This is an optimization exercise on Yosys and OpenROAD, whose aim is small area and a short achievable clock period, not a production implementation.
In this exercise RTL edits were held to simulation tests only and were not proved equivalent to the original.
Power figures rest on the tool's default switching activity, not on a simulated workload.

File: flow/constraint.sdc
create_clock -name core_clock -period 4.0 [get_ports {CLK}]
set_input_delay 0.8000 -clock core_clock [delete_from_list [all_inputs] [get_ports {CLK}]]
set_output_delay 0.8000 -clock core_clock [all_outputs]
set_load 0.01 [all_outputs]
File: flow/run.sh
#!/bin/bash
# synth_recipe.tcl (not shown) runs the flow's synth.tcl, then flattens the netlist and writes it again
# the make line also repeats each setting of config.mk as NAME=value (left out here)
make -C /OpenROAD-flow-scripts/flow DESIGN_CONFIG=/design/flow/config.mk WORK_HOME=/design/flow/orfs CLKGATE_MAP_FILE= SYNTH_SCRIPT=/design/flow/synth_recipe.tcl finish
File: flow/design.v
module bus_slave #(
    parameter logic [3:0] SLAVE_ID  = 4'h1,
    parameter int         MEM_DEPTH = 256
) (
    input  logic CLK,
    input  logic RSTN,
    input  logic B_UTIL,
    input  logic B_RW,
    input  logic B_BUS_IN,
    output logic S_ACK,
    output logic S_BUS_OUT,
    output logic S_BSY
);
    localparam int unsigned AW      = (MEM_DEPTH > 1) ? $clog2(MEM_DEPTH) : 1;
    localparam logic [12:0] DEPTH_L = 13'(MEM_DEPTH);
    typedef enum logic [2:0] {
        ST_IDLE,
        ST_ADDR,
        ST_AACK,
        ST_WDATA,
        ST_WACK,
        ST_RDATA
    } state_t;
    state_t      state, state_d;
    logic [3:0]  cnt, cnt_d;
    logic [15:0] addr, addr_d;
    logic        rw, rw_d;
    logic [7:0]  wd, wd_d;
    logic [7:0]  rd, rd_d;
    logic        ack_d, bus_out_d;
    logic        sel, sel_d;
    logic        mem_we;
    logic [7:0]  mem [MEM_DEPTH];
    assign sel   = (addr[15:12] == SLAVE_ID) && ({1'b0, addr[11:0]} < DEPTH_L);
    assign S_BSY = (state != ST_IDLE);
    always_comb begin
        state_d   = state;
        cnt_d     = cnt;
        addr_d    = addr;
        rw_d      = rw;
        wd_d      = wd;
        rd_d      = rd;
        bus_out_d = 1'b0;
        mem_we    = 1'b0;
        case (state)
            ST_IDLE: begin
                if (B_UTIL) begin
                    addr_d[0] = B_BUS_IN;
                    cnt_d     = 4'd1;
                    state_d   = ST_ADDR;
                end
            end
            ST_ADDR: begin
                if (!B_UTIL) begin
                    cnt_d   = '0;
                    state_d = ST_IDLE;
                end else begin
                    addr_d[cnt] = B_BUS_IN;
                    if (cnt == 4'd15) begin
                        rw_d    = B_RW;
                        cnt_d   = '0;
                        state_d = ST_AACK;
                    end else begin
                        cnt_d = cnt + 4'd1;
                    end
                end
            end
            ST_AACK: begin
                if (cnt == 4'd3) begin
                    cnt_d = '0;
                    if (!sel) begin
                        state_d = ST_IDLE;
                    end else if (rw) begin
                        state_d = ST_WDATA;
                    end else begin
                        rd_d    = mem[addr[AW-1:0]];
                        state_d = ST_RDATA;
                    end
                end else begin
                    cnt_d = cnt + 4'd1;
                end
            end
            ST_WDATA: begin
                if (!B_UTIL) begin
                    cnt_d   = '0;
                    state_d = ST_IDLE;
                end else begin
                    wd_d[cnt[2:0]] = B_BUS_IN;
                    if (cnt == 4'd7) begin
                        cnt_d   = '0;
                        state_d = ST_WACK;
                    end else begin
                        cnt_d = cnt + 4'd1;
                    end
                end
            end
            ST_WACK: begin
                mem_we = (cnt == 4'd0);
                if (cnt == 4'd3) begin
                    cnt_d   = '0;
                    state_d = ST_IDLE;
                end else begin
                    cnt_d = cnt + 4'd1;
                end
            end
            ST_RDATA: begin
                if (B_UTIL) begin
                    bus_out_d = rd[cnt[2:0]];
                    if (cnt == 4'd7) begin
                        cnt_d   = '0;
                        state_d = ST_IDLE;
                    end else begin
                        cnt_d = cnt + 4'd1;
                    end
                end else begin
                    cnt_d = '0;
                end
            end
            default: begin
                cnt_d   = '0;
                state_d = ST_IDLE;
            end
        endcase
        sel_d = (addr_d[15:12] == SLAVE_ID) && ({1'b0, addr_d[11:0]} < DEPTH_L);
        ack_d = (state_d == ST_WACK) || ((state_d == ST_AACK) && sel_d);
    end
    always_ff @(posedge CLK or negedge RSTN) begin
        if (!RSTN) begin
            state     <= ST_IDLE;
            cnt       <= '0;
            addr      <= '0;
            rw        <= 1'b0;
            wd        <= '0;
            rd        <= '0;
            S_ACK     <= 1'b0;
            S_BUS_OUT <= 1'b0;
        end else begin
            state     <= state_d;
            cnt       <= cnt_d;
            addr      <= addr_d;
            rw        <= rw_d;
            wd        <= wd_d;
            rd        <= rd_d;
            S_ACK     <= ack_d;
            S_BUS_OUT <= bus_out_d;
        end
    end
    always_ff @(posedge CLK) begin
        if (mem_we) begin
            mem[addr[AW-1:0]] <= wd;
        end
    end
endmodule
File: flow/config.mk
export PLATFORM = sky130hd
export DESIGN_NAME = bus_slave
export DESIGN_NICKNAME = bus_slave
export VERILOG_FILES = /design/flow/design.v
export SDC_FILE = /design/flow/constraint.sdc
export NUM_CORES = 4
export LEC_CHECK = 0
export CAP_MARGIN = 20
export CORE_MARGIN = 2
export CORE_UTILIZATION = 40
export SLEW_MARGIN = 20
==> key figures <==
STA
  • Period utilisation layout: 0.9301
  • Setup violators final: 0
  • Worst-margin pin slew: 1.023 ns
  • Hold Vio Cnt, Final: 0
  • F_max: 0.2688 GHz
  • Max-slew violations: 0
  • Skew final: 0.03723 ns
  • Slew margin rel.: 0.3183
  • Worst Slack Setup Final: 0.2797 ns
  • Setup TNS: 0 ns
  • Hold Slack: 0.5122 ns
  • Tmin final: 3.720 ns
  • RSZ-0062 raised after global routing: no

Synth
  • Async set-reset flop share out of synthesis: 0.02010
  • Number of synthesized flops with an enable pin: 2,048
  • Predominant post-synthesis flop cell: edfxtp_1
  • Post-Syn Area: 81,730 sq um
  • Largest area contributor in the netlist: edfxtp_1
  • Ys Warns: 1
  • Syn Area/Cell: 20.34 sq um
  • Post-synthesis sequential area ratio: 0.7653
  • Synth top cells by count: edfxtp_1 (2,048), mux4_2 (436), nor2_1 (305)
  • Syn Inst Count: 4,018
  • Count leader, synth: edfxtp_1
  • FF+latch count, synth: 2,090
  • Largest cells by area after synthesis: edfxtp_1 (75%), mux4_2 (12%), mux2i_1 (2.2%)
  • Syn nets: 4,028
  • Synth cell types: 74
  • Yosys top cell area share: 0.7525

Outcome
  • Status: finished clean

Worst setup path
  • Worst path required time: 4.73 ns
  • Crit-path leading delay family: compound AO/OA/AOI/OAI gates
  • Startpoint Class: register
  • Worst-path fanout max: 30
  • Slowest stage delay, CP: 0.80 ns
  • R2r endpoint: rd[3]
  • Critical Path End Type: register
  • Reg2Reg Depth: 8
  • Worst path slowest cell: dfrtp_4
  • RR Startpoint: addr[1]
  • Flop2flop setup slack: 0.28 ns
  • CP Buf/Inv Count: 2
  • Crit path kind: reg2reg
  • Most frequent cell on the critical path: buf_12
  • Worst EP arrival: 4.45 ns
  • CP cell instances: buf_12, buf_12, mux4_2, o21ai_0, nand4_1, o211ai_1, o21ai_1, o32a_1

Worst hold path
  • Hold depth: 1
  • Hold Startpoint: rd[5]
  • Worst hold endpoint: rd[5]
  • Hold Path Class: reg2reg

CTS
  • CTS max path bufs: 3
  • Root buf cell: clkbuf_16
  • CTS sink count: 2,090
  • Reg clk slew, reported paths: 0.06 ns
  • Worst-skew pair later-pin latency: 0.85 ns
  • CTS Buf Count: 207
  • Htree depth: 4
  • CTS tree: done

Floorplanning
  • # rows: 165
  • Full die area: 208,000 sq um
  • Ports: 8
  • Starting density of the core: 0.4031
  • Core box area: 202,700 sq um
  • Die W: 456.0 um
  • DIE HEIGHT: 456.0 um

GRT
  • Initial antenna violation count: 4
  • Number of global-route vias before repair: 42,268
  • Grt total ovfl: 0
  • Pin count of the biggest net entering global routing: 157
  • First-pass GRT wire length: 306,800 um
  • GRT Total Usage: 0.2029

Place
  • GP Congestion: 0.8643
  • Port Buf Inserts: 7
  • Final HPWL DP: 134,600 um
  • Placed Instance Area: 88,090 sq um
  • Pre-CTS setup slack: 0.3963 ns
  • Cell total after placement: 6,942

Routing
  • Initial DRC Count: 5,353
  • Drt pass-1 iters: 6
  • Drt drc: 0
  • Total Wirelength: 213,200 um
  • Wire per inst: 29.07 um
  • Detail Route Antenna Nets: 0
  • Via/cell ratio: 5.751
  • Via count: 42,169

Pwr
  • Peak VDD IR: 0.4665 mV
  • PD cells: 554.0 nW/um^2
  • Leak Pwr: 24.55 nW
  • Total Power: 52.50 mW

Layout
  • Layout cell share with drive strength beyond 1: 0.2762
  • Util after Layout: 0.4674
  • Nets: 4,491
  • Area grow syn2layout: 15.95%
  • Design Area, Final: 94,770 sq um
  • Non-filler cells, final: 7,333

Run
  • Max Cap Violations: 0
[per-layer routing]
metal | vias up | part of all wire | global-route usage
li1 | 17592 | - | -
met1 | 22466 | 0.41 | 0.2851
met5 | - | 0 | 0
met2 | 1785 | 0.48 | 0.3230
met3 | 326 | 0.079 | 0.03689
met4 | 0 | 0.029 | 0.06256
[power breakdown]
| part | internal [mW] | leakage (nW) | switching [mW] |
|---|---|---|---|
| logic | 3.37 | 6.67 | 5.97 |
| registers | 23.8 | 14.6 | 0.341 |
| clock network | 10.8 | 3.24 | 8.28 |
| total | 37.9 | 24.5 | 14.6 |
[flip-flops by register name, indices dropped and copies added (netlist names)]
signal / cells
S_ACK: 1
cnt: 4
S_BUS_OUT: 1
state: 3
mem: 2048
wd: 8
addr: 16
rw: 1
rd: 8
[timing repair]
action | in CTS | in global routing
hold buffers | 1 | 0
hold endpoints to repair | 30 | 0
setup buffers | 0 | 0
endpoints found under the setup margin | 0 | 0
gates resized for setup | 0 | 0
[cell usage in the layout, fill, tap and decap left out, drive strengths merged, types with 6 or more instances in the layout]
cell | Yosys | final
o211ai | 20 | 20
nor2b | 31 | 31
a31oi | 6 | 6
a311oi | 7 | 7
inv | 12 | 21
nand2 | 113 | 113
nor2 | 305 | 305
clkdlybuf4s50 | 0 | 6
o22ai | 98 | 98
edfxtp | 2048 | 2048
buf | 162 | 486
a22oi | 59 | 59
nand4 | 7 | 7
a221oi | 7 | 7
nand3b | 6 | 6
a211oi | 35 | 35
nor4 | 13 | 13
o221ai | 16 | 16
nand3 | 42 | 42
o21ai | 60 | 60
mux2i | 182 | 182
or3 | 9 | 9
a21oi | 50 | 50
o22a | 12 | 12
clkinv | 1 | 100
mux2 | 34 | 34
clkinvlp | 0 | 8
o32a | 7 | 7
dfrtp | 42 | 42
nand2b | 10 | 10
clkbuf | 77 | 255
or3b | 6 | 6
mux4 | 444 | 444
bufinv | 0 | 17
nor3 | 27 | 27
[logic make-up after synthesis]
family,count (synthesis),share of synthesized area
fa+ha+maj,5,0.0007654
buf+inv,252,0.01695
mux,660,0.1497
xor+xnor,3,0.0003215
simple gates,603,0.03339
flops,2090,0.7653
compound gates,405,0.03357
[area by class of cell]
class	instances	area, sq um
fillers	16927	108000
repair buffers	493	4314
inverters	13	48.80
flip-flops and latches	2090	62600
multi-input cells	1676	17830
well taps	2672	3343
diodes	1	2.502
clock inverters	133	1179
clock buffers	255	5453
[worst register-to-register path, delay by kind of cell, from the launching register on]
family                 cells  cell delay [ns]
AND/OR/NAND/NOR            1             0.30
multiplexers               1             0.56
buffers and inverters      2             0.53
flip-flops                 1             0.80
AO/OA/AOI/OAI              4             1.42
[worst max path at each step]
stage,startpoint,endpoint,slack [ns],cells after the start
after floorplan,wd[0],mem[0][0],0.02,0
after global placement,addr[5],rd[1],0.44,8
after detailed placement,addr[1],rd[3],0.40,8
after CTS,addr[1],rd[3],0.36,8
after global routing,addr[1],rd[3],0.23,8
final,addr[1],rd[3],0.28,8

## re-timing with driven ports
The results above use ideal ports. As a check the final layout listed here was re-extracted and re-timed, cells and wires unchanged. Step 1, drivers: a clkbuf_16 drives CLK and a buf_2 each remaining input, both assumed. Step 2 moves the port delays by t, midway between the first and last clock arrival at a register: inputs arrive t later, outputs are due t later. That takes back most of the time a late clock gives input paths. Slacks: no drivers / after step 1 / after step 2; pairs: no drivers / after step 1.
shift t [ns]: 0.907
setup WS [ns]: 0.280 / 0.280 / 0.280
worst setup path at the end: register to register
latest minus earliest clock arrival (ns): 0.039 / 0.039
pins driven straight from the clock port: 1
After both steps setup and hold are still met in this run. The setup slack of this run moves by 0.000 ns with the drivers and by 0.000 ns with both steps.
